This design comes from an exercise in tuning for small area on the open sky130 flow, not from production work. At most, simulation tests tie the RTL to the original design; equivalence was not proved. No activity file was given, so power comes from the tool's default toggle rates.

## job 101
Design pwl_sqrt_top, start of the top module:
module pwl_sqrt_top (
  input  logic                            clk,
  input  logic                            rst_n,
  input  logic                            in_valid,
  input  logic [pwl_pkg::A_W-1:0]         in_a,
  input  logic signed [pwl_pkg::B_W-1:0]  in_b,
  input  logic [pwl_pkg::LEN_W-1:0]       in_len,
  output logic                            in_credit,
  output logic                            out_valid,
  output logic [pwl_pkg::T_W-1:0]         out_t,
  output logic [pwl_pkg::LEN_W-1:0]       out_len,
  output logic [pwl_pkg::Y_W-1:0]         out_y0,
  output logic [pwl_pkg::Y_W-1:0]         out_y1,
  input  logic                            out_credit
);
export LEC_CHECK = 0
export CAP_MARGIN = 20
export CORE_MARGIN = 2
export CORE_UTILIZATION = 65
export SLEW_MARGIN = 20
create_clock -name core_clock -period 15.0 [get_ports {clk}]
standard.sh (not shown) runs the stock make flow with config.mk's settings and CLKGATE_MAP_FILE= SYNTH_SCRIPT=/design/flow/synth_recipe.tcl, a recipe that flattens the netlist after the stock synthesis.
==> flow/flow/run.sh <==
#!/bin/bash
# Standard ORFS layout with two changes: the smallest buffer on the ports, and a
# clock tree of small buffers in small clusters, without dummy loads.
set -euo pipefail
export BUFFER_PORTS_ARGS="-buffer_cell sky130_fd_sc_hd__buf_1"
export CTS_ARGS="-sink_clustering_enable -repair_clock_nets -dont_use_dummy_load -buf_list sky130_fd_sc_hd__clkbuf_4 -sink_clustering_size 10 -sink_clustering_max_diameter 60"
bash standard.sh finish > orfs_make.log 2>&1
Job 101: all stages complete, timing, DRC and antenna checks passed
Input changes introduced in job 102 (baseline for comparison: job 101):
- CORE_UTILIZATION changed from 65 to 40
Results
- Comparing the two runs side by side, job 102 comes out ahead of job 101 on vias after detailed routing.
- Measured against each other, job 101 and job 102 differ in count of clock-net buffers in the final layout, the lower figure coming from job 101.
- STATUS sum of routed wire length over all layers: job 102 loses against job 101
- Job 102 ended with more area growth from synthesis to layout than job 101.
- As far as synthesized-area fraction occupied by ao, oa, aoi and oai cells goes, job 102 and job 101 are indistinguishable; the numbers are identical.
- Job 102 vs job 101: met1 wire length up
- | worst setup slack | job 102 vs job 101 | ≈ equal |
- Job 102 ends up with a starting density of the core that is 25 points lower than in job 101.
No run of this note included a check of the RTL's function; only the layout flow was run.

* * *

The RTL this note starts from:
==> flow/design.v <==
package pwl_pkg;
  localparam int A_W   = 24;  
  localparam int B_W   = 16;  
  localparam int LEN_W = 16;  
  localparam int U_W   = 32;  
  localparam int Y_W   = 16;  
  localparam int T_W   = 32;  
endpackage
`timescale 1ns/100ps
module pwl_sqrt_top (
  input  logic                            clk,
  input  logic                            rst_n,
  input  logic                            in_valid,
  input  logic [pwl_pkg::A_W-1:0]         in_a,
  input  logic signed [pwl_pkg::B_W-1:0]  in_b,
  input  logic [pwl_pkg::LEN_W-1:0]       in_len,
  output logic                            in_credit,
  output logic                            out_valid,
  output logic [pwl_pkg::T_W-1:0]         out_t,
  output logic [pwl_pkg::LEN_W-1:0]       out_len,
  output logic [pwl_pkg::Y_W-1:0]         out_y0,
  output logic [pwl_pkg::Y_W-1:0]         out_y1,
  input  logic                            out_credit
);
  localparam logic [2:0] S_IDLE = 3'd0;
  localparam logic [2:0] S_SQ   = 3'd1;
  localparam logic [2:0] S_FIN  = 3'd2;
  localparam logic [2:0] S_EMIT = 3'd3;
  localparam logic [2:0] S_TADD = 3'd4;
  localparam logic [2:0] S_SCAN = 3'd5;
  localparam logic [2:0] S_LEFT = 3'd6;
  localparam logic [2:0] S_MULT = 3'd7;
  logic [55:0] c2, c1, c0;
  logic        v2, v1, v0;
  logic [2:0]  st;
  logic        mw, m0, m1;
  assign mw = v0 && (st == S_IDLE);
  assign m0 = v1 && (!v0 || mw);
  assign m1 = v2 && (!v1 || m0);
  always_ff @(posedge clk) begin
    if (!rst_n) begin
      v2 <= 1'b0;
      v1 <= 1'b0;
      v0 <= 1'b0;
    end else begin
      v2 <= in_valid || (v2 && !m1);
      v1 <= m1 || (v1 && !m0);
      v0 <= m0 || (v0 && !mw);
    end
  end
  always_ff @(posedge clk) begin
    if (in_valid) c2 <= {in_a, in_b, in_len};
    if (m1)       c1 <= c2;
    if (m0)       c0 <= c1;
  end
  logic [4:0]  ph;
  logic [4:0]  cnt;
  logic [31:0] u;
  logic [15:0] b;
  logic [15:0] lf;
  logic [15:0] y0;
  logic [15:0] q;
  logic [17:0] r;
  logic [31:0] t;
  logic [3:0]  k;
  logic        first, neg, last, s, cy, p0, p1, qd, rd1, rd2, tz;
  logic [1:0]  cred;
  logic pe, sq_it, fi, tact, done;
  assign pe    = (ph == 5'd31);
  assign sq_it = (st == S_SQ) && (cnt != 5'd0);
  assign fi    = (st == S_SQ) && (cnt == 5'd1);
  assign out_valid = (st == S_EMIT) && (ph == 5'd0) && (cred != 2'd0);
  assign tact  = out_valid || (st == S_TADD);
  assign done  = last || (lf == 16'd0);
  assign in_credit = (st == S_TADD) && pe && done;
  logic u_eff;
  assign u_eff = u[0] && !neg && !(first && (st == S_SQ) && (cnt == 5'd0) && ph[4] && ph[3]);
  logic [3:0] j;
  logic ge, win, aft, atj, pjx, bs, add_m, btap;
  assign j     = cnt[3:0];
  assign ge    = (ph[3:0] >= j);
  assign win   = ph[4] ^ ge;
  assign aft   = ph[4] && ge;
  assign atj   = (ph == {1'b0, j});
  assign pjx   = !last || (atj ? lf[0] : p1);
  always_comb begin
    case (j)
      4'd0:    btap = b[0];
      4'd1:    btap = b[15];
      4'd2:    btap = b[14];
      4'd3:    btap = b[13];
      4'd4:    btap = b[12];
      4'd5:    btap = b[11];
      4'd6:    btap = b[10];
      4'd7:    btap = b[9];
      4'd8:    btap = b[8];
      4'd9:    btap = b[7];
      default: btap = b[6];
    endcase
  end
  assign bs    = win ? btap : (aft ? p0 : 1'b0);
  assign add_m = bs && pjx;
  logic pl;
  assign pl = last ? (!ph[4] && lf[0]) : (ph == {1'b0, k});
  logic rop, top_b;
  assign rop   = (ph == 5'd0) ? p0 : (ph == 5'd1) ? p1 : (fi ? 1'b0 : rd2);
  assign top_b = (ph == 5'd0) ? s : (ph == 5'd1) ? 1'b1 : (q[14] ^ !s);
  logic x_a, x_b, x_ci, x_s, x_co;
  always_comb begin
    case (st)
      S_MULT:  begin x_a = u_eff; x_b = add_m;                   x_ci = (ph == 5'd0) ? 1'b0 : cy; end
      S_LEFT:  begin x_a = lf[0]; x_b = !(ph == {1'b0, k});      x_ci = (ph == 5'd0) ? 1'b1 : cy; end
      S_SQ:    begin x_a = rop;   x_b = top_b;                   x_ci = (ph == 5'd0) ? !s   : cy; end
      default: begin x_a = t[0];  x_b = pl;                      x_ci = (ph == 5'd0) ? 1'b0 : cy; end
    endcase
    x_s  = x_a ^ x_b ^ x_ci;
    x_co = (x_a & x_b) | (x_a & x_ci) | (x_b & x_ci);
  end
  logic u_in, lf_in, q_in, y0_in, t_in, r_en, t_en, q_upd;
  assign u_in  = (st == S_MULT) ? x_s : u_eff;
  assign lf_in = ((st == S_LEFT) && !ph[4]) ? x_s :
                 ((st == S_MULT) && last)   ? (lf[0] && (ph[3:0] < k)) : lf[0];
  assign q_upd = (sq_it || (st == S_FIN)) && !ph[4];
  assign q_in  = q_upd ? (fi ? 1'b0 : ((ph == 5'd0) ? !s : qd)) : q[0];
  assign y0_in = ((st == S_FIN) && first && !ph[4]) ? q_in :
                 (tact && !ph[4]) ? q[0] : y0[0];
  assign r_en  = sq_it && (ph < 5'd18);
  assign t_en  = tact || (tz && (st != S_IDLE));
  assign t_in  = tz ? 1'b0 : x_s;
  always_ff @(posedge clk) begin
    ph  <= mw ? 5'd0 : ph + 5'd1;
    cy  <= x_co;
    qd  <= q[0];
    rd1 <= r[0];
    rd2 <= rd1;
    y0  <= {y0_in, y0[15:1]};
    q   <= {q_in, q[15:1]};
    if (r_en) r <= {x_s, r[17:1]};
    if (t_en) t <= {t_in, t[31:1]};
    if (mw) begin
      u  <= {u_in, u[31:25], c0[55:32]};
      b  <= c0[31:16];
      lf <= c0[15:0];
    end else begin
      u  <= {u_in, u[31:1]};
      lf <= {lf_in, lf[15:1]};
      b  <= {b[0], b[15:1]};
    end
  end
  logic [3:0] kf;
  always_comb begin
    if (ph[4:1] <= 4'd2)       kf = 4'd0;
    else if (ph[4:1] >= 4'd12) kf = 4'd10;
    else                       kf = ph[4:1] - 4'd2;
  end
  always_ff @(posedge clk) begin
    if ((st == S_SCAN) && (u[0] || (ph == 5'd0))) k <= kf;
    if ((st == S_LEFT) && (ph == 5'd15)) last <= !x_co;
    if ((st == S_MULT) && win) p0 <= btap;
    if ((st == S_MULT) && atj) p1 <= lf[0];
    if ((st == S_SQ) && (ph[4:1] == ~cnt[3:0])) begin
      if (ph[0]) p1 <= u_eff;
      else       p0 <= u_eff;
    end
    if (sq_it && (ph == 5'd17)) s <= x_s;
    if (mw) neg <= 1'b0;
    else if ((st == S_MULT) && pe) neg <= add_m && !x_co;
    else if ((st == S_SQ) && (cnt == 5'd0) && pe) begin
      neg <= 1'b0;
      s   <= 1'b0;
    end
  end
  always_ff @(posedge clk) begin
    if (!rst_n) begin
      st        <= S_IDLE;
      cred      <= 2'd2;
      tz        <= 1'b1;
    end else begin
      cred      <= cred + {1'b0, out_credit} - {1'b0, out_valid};
      if (tz && (st != S_IDLE) && pe) tz <= 1'b0;
      case (st)
        S_IDLE: if (mw) begin
          st    <= S_SQ;
          cnt   <= 5'd0;
          first <= 1'b1;
        end
        S_SQ: if (pe) begin
          if (cnt == 5'd16) st <= S_FIN;
          cnt <= cnt + 5'd1;
        end
        S_FIN: if (pe) begin
          st    <= first ? S_SCAN : S_EMIT;
          first <= 1'b0;
        end
        S_EMIT: if (out_valid) st <= S_TADD;
        S_TADD: if (pe) st <= done ? S_IDLE : S_SCAN;
        S_SCAN: if (pe) st <= S_LEFT;
        S_LEFT: if (pe) begin
          st  <= S_MULT;
          cnt <= last ? 5'd0 : {1'b0, k};
        end
        S_MULT: if (pe) begin
          if (cnt[3:0] == k) begin
            st  <= S_SQ;
            cnt <= 5'd0;
          end else begin
            cnt <= cnt + 5'd1;
          end
        end
        default: st <= S_IDLE;
      endcase
    end
  end
  assign out_t   = t;
  assign out_y0  = y0;
  assign out_y1  = q;
  assign out_len = last ? {6'd0, lf[9:0]} : (16'd1 << k);
endmodule
==> flow/config.mk <==
export PLATFORM = sky130hd
export DESIGN_NAME = pwl_sqrt_top
export DESIGN_NICKNAME = pwl_sqrt_top
export VERILOG_FILES = /design/flow/design.v
export SDC_FILE = /design/flow/constraint.sdc
export NUM_CORES = 4
export LEC_CHECK = 0
export CAP_MARGIN = 20
export CORE_MARGIN = 2
export CORE_UTILIZATION = 40
export SLEW_MARGIN = 20
==> flow/constraint.sdc <==
create_clock -name core_clock -period 15.0 [get_ports {clk}]
set_input_delay 3.0000 -clock core_clock [delete_from_list [all_inputs] [get_ports {clk}]]
set_output_delay 3.0000 -clock core_clock [all_outputs]
set_load 0.01 [all_outputs]
Scripts as last shown in full above: flow/flow/run.sh
The starting point passed the timing, DRC and antenna checks.
==> next run, changes <==
ABC_AREA = 1   (was unset)
Fmax climbs by 2.3%.
Total power climbs by 5.6%.
First-iteration DRC count climbs by 0.87%.
Routed wire length drops by 1.6%.
Via count climbs by 3.3%.
Combinational power climbs by 22%.
Clock power drops by about 2%.
No functional check of the RTL was part of any run of this note.

* * *

Setup of build 31:
pwl_sqrt_top, a different RTL version from the one above (not shown whole).
Size: ~740 cells after synthesis, ~350 flip-flops, ~140 I/O pins, roughly 0.012 mm^2 of cells after synthesis.
export LEC_CHECK = 0
export CAP_MARGIN = 20
export CORE_MARGIN = 2
export CORE_UTILIZATION = 40
export SLEW_MARGIN = 20
create_clock -name core_clock -period 15.0 [get_ports {clk}]
==> flow/flow/run.sh <==
#!/bin/bash
# Standard ORFS layout, with the smallest buffer on the ports.
set -euo pipefail
export BUFFER_PORTS_ARGS="-buffer_cell sky130_fd_sc_hd__buf_1"
bash standard.sh finish > orfs_make.log 2>&1
Build 31 finished every step from synthesis to the final layout, and the layout passed the timing, DRC and antenna checks.
Inputs modified between build 31 and build 21:
-- flow/flow/run.sh --
<<< build 31, line 2
# Standard ORFS layout, with the smallest buffer on the ports.
>>> build 21, line 2
# Standard ORFS layout, with the smallest buffer on the ports and a clock tree of
# smaller buffers without dummy loads.
<<< build 31, line 5
>>> build 21, line 6
export CTS_ARGS="-sink_clustering_enable -repair_clock_nets -buf_list sky130_fd_sc_hd__clkbuf_4 -dont_use_dummy_load"
[summary]
In summary, build 31 completed successfully, with a layout that passed the timing, DRC and antenna checks. Build 21 finished every step from synthesis to the final layout, and the layout passed the timing, DRC and antenna checks. Length of routed met3 wiring in build 21 vs build 31: up 150 um. Higher clock-buffer cell count goes to build 21 over build 31. For number of buffers created by CTS, dividing the value from build 21 by the value from build 31 gives 2.5. [compare] base=build 31 new=build 21: internal power contribution went down 13%; buffer share of cell area comparable; power lower; power in combinational cells saw little to no change; minimum clock period after layout picked up an extra 130 ps. Utilization after layout, build 21 and build 31: higher on build 31. Build 31 → build 21: via count shows an increase of 173; fraction of standard cell area in multi-input logic shows an increase of 0.62 points.
Edits applied to the flow inputs when going from build 21 to build 4:
==> flow/run.sh (new file) <==
#!/bin/bash
# synth_recipe.tcl (not shown) runs the flow's synth.tcl, then flattens the netlist and writes it again
# the make line also repeats each setting of config.mk as NAME=value (left out here)
make -C /OpenROAD-flow-scripts/flow DESIGN_CONFIG=/design/flow/config.mk WORK_HOME=/design/flow/orfs CLKGATE_MAP_FILE= SYNTH_SCRIPT=/design/flow/synth_recipe.tcl finish
removed: flow/flow/run.sh
removed: flow/standard.sh
## What came out
- In build 4, the half-perimeter wire length after detailed placement came out 3.2% above the value in build 21.
- Re largest fanout on the critical path: no difference whatsoever between build 4 and build 21.
- | share of the final layout cell area in multi-input gates | higher: build 21 |

* * *

## old
pwl_sqrt_top, a different RTL version from the one above (not shown whole).
For scale: about 880 cells after synthesis, ~350 flip-flops, roughly 140 I/O pins, ~12000 µm² of cells after synthesis.
clock: 15.0 ns
lec_check: 0
abc_area: 1
cap_margin: 20
core_margin: 2
core_utilization: 40
slew_margin: 20
==> flow/flow/run.sh <==
#!/bin/bash
# Standard ORFS layout with two changes: the smallest buffer on the ports, and a
# clock tree of small buffers in small clusters, without dummy loads.
set -euo pipefail
export BUFFER_PORTS_ARGS="-buffer_cell sky130_fd_sc_hd__buf_1"
export CTS_ARGS="-sink_clustering_enable -repair_clock_nets -dont_use_dummy_load -buf_list sky130_fd_sc_hd__clkbuf_4 -sink_clustering_size 8 -sink_clustering_max_diameter 50"
bash standard.sh finish > orfs_make.log 2>&1
old completed; timing, DRC and antenna clean
> inputs changed (old -> new)
-- flow/flow/run.sh --
<<< old, line 6
export CTS_ARGS="-sink_clustering_enable -repair_clock_nets -dont_use_dummy_load -buf_list sky130_fd_sc_hd__clkbuf_4 -sink_clustering_size 8 -sink_clustering_max_diameter 50"
>>> new, line 6
export CTS_ARGS="-sink_clustering_enable -repair_clock_nets -dont_use_dummy_load -buf_list sky130_fd_sc_hd__clkbuf_4 -sink_clustering_size 10 -sink_clustering_max_diameter 60"
[summary]
- Cmp new and old / period utilization / lower: new
- new: via total after detailed routing 65 below old
- new | stages: all done | timing, DRC, antenna: all pass
- Clock power shrinks by a little under 10% when moving from old to new.
- Start point of the critical path: ph[4] -> old, ph[2] -> new
- new against old: met3 demand-to-capacity share in global routing flat; worst setup slack up 32 ps; power consumption down 0.000034 W; fraction of the core area covered by cells at the end of the flow down 0.25 points.
- new vs old on part of the total power dissipated in combinational logic: new is the higher one.
- [compare] base=old new=new: multi-input gate share of the layout cell area flat; routed wirelength normalized by instance count up 0.39%; maximum clock frequency up about 0.6%.

* * *

pwl_sqrt_top, a different RTL version from the one above (not shown whole).
For scale: about 880 cells after synthesis, roughly 330 flip-flops, about 0.011 mm² of cells after synthesis.
==> flow/config.mk <==
export PLATFORM = sky130hd
export DESIGN_NAME = pwl_sqrt_top
export DESIGN_NICKNAME = pwl_sqrt_top
export VERILOG_FILES = /design/flow/design.v
export SDC_FILE = /design/flow/constraint.sdc
export NUM_CORES = 4
export LEC_CHECK = 0
export ABC_AREA = 1
export CAP_MARGIN = 20
export CORE_MARGIN = 2
export CORE_UTILIZATION = 40
export SLEW_MARGIN = 20
==> flow/constraint.sdc <==
create_clock -name core_clock -period 15.0 [get_ports {clk}]
set_input_delay 3.0000 -clock core_clock [delete_from_list [all_inputs] [get_ports {clk}]]
set_output_delay 3.0000 -clock core_clock [all_outputs]
set_load 0.01 [all_outputs]
==> flow/flow/run.sh <==
#!/bin/bash
# Standard ORFS layout with two changes: the smallest buffer on the ports, and a
# clock tree of small buffers in small clusters, without dummy loads.
set -euo pipefail
export BUFFER_PORTS_ARGS="-buffer_cell sky130_fd_sc_hd__buf_1"
export CTS_ARGS="-sink_clustering_enable -repair_clock_nets -dont_use_dummy_load -buf_list sky130_fd_sc_hd__clkbuf_4 -sink_clustering_size 10 -sink_clustering_max_diameter 60"
bash standard.sh finish > orfs_make.log 2>&1
Change:
Settings changed: ABC_AREA 1 to unset.
Outcome: Via count went down by a few percent; total power went up by a few percent; final cell count went down by a few percent; combinational power went up by a few percent; first-iteration DRC count went down by roughly a tenth; synthesized area is about the same; final area went down slightly.

==> port drivers added, routing unchanged <==
The flow's constraints put no driver on any port. The routed layouts listed below were extracted and timed again, unchanged, in two steps. Step 1 (the two cells are an assumption about what drives the block):
set clk [get_ports {clk}]
set_driving_cell -lib_cell sky130_fd_sc_hd__clkbuf_16 $clk
set_driving_cell -lib_cell sky130_fd_sc_hd__buf_2 [delete_from_list [all_inputs] $clk]
Step 2 also shifts input and output timing later by t, the mid clock arrival at the registers, as if the neighbouring blocks saw the same clock. Three values: no drivers, after step 1, after step 2; two values: the first two.
run | t (ns) | setup WS [ns] | slew at the worst register clock pin (ns)
job 101 | 0.640 | 9.651 / 9.615 / 10.255 | 0.12 / 0.12
job 102 | 0.660 | 9.651 / 9.610 / 10.270 | 0.11 / 0.11
the first run of note 2 | 0.659 | 9.489 / 9.448 / 10.107 | 0.11 / 0.11
the second run of note 2 | 0.639 | 9.611 / 9.570 / 10.209 | 0.11 / 0.11
build 31 | 0.568 | 9.629 / 9.582 / 10.150 | 0.06 / 0.06
build 21 | 0.715 | 9.503 / 9.460 / 10.175 | 0.06 / 0.06
build 4 | 0.569 | 9.342 / 9.295 / 9.864 | 0.06 / 0.06
old | 0.684 | 9.600 / 9.559 / 10.243 | 0.09 / 0.09
new | 0.637 | 9.632 / 9.590 / 10.227 | 0.11 / 0.11
the first run of note 5 | 0.662 | 9.504 / 9.465 / 10.127 | 0.11 / 0.11
the second run of note 5 | 0.647 | 9.544 / 9.502 / 10.150 | 0.11 / 0.11
After both steps every run listed still meets setup and hold.
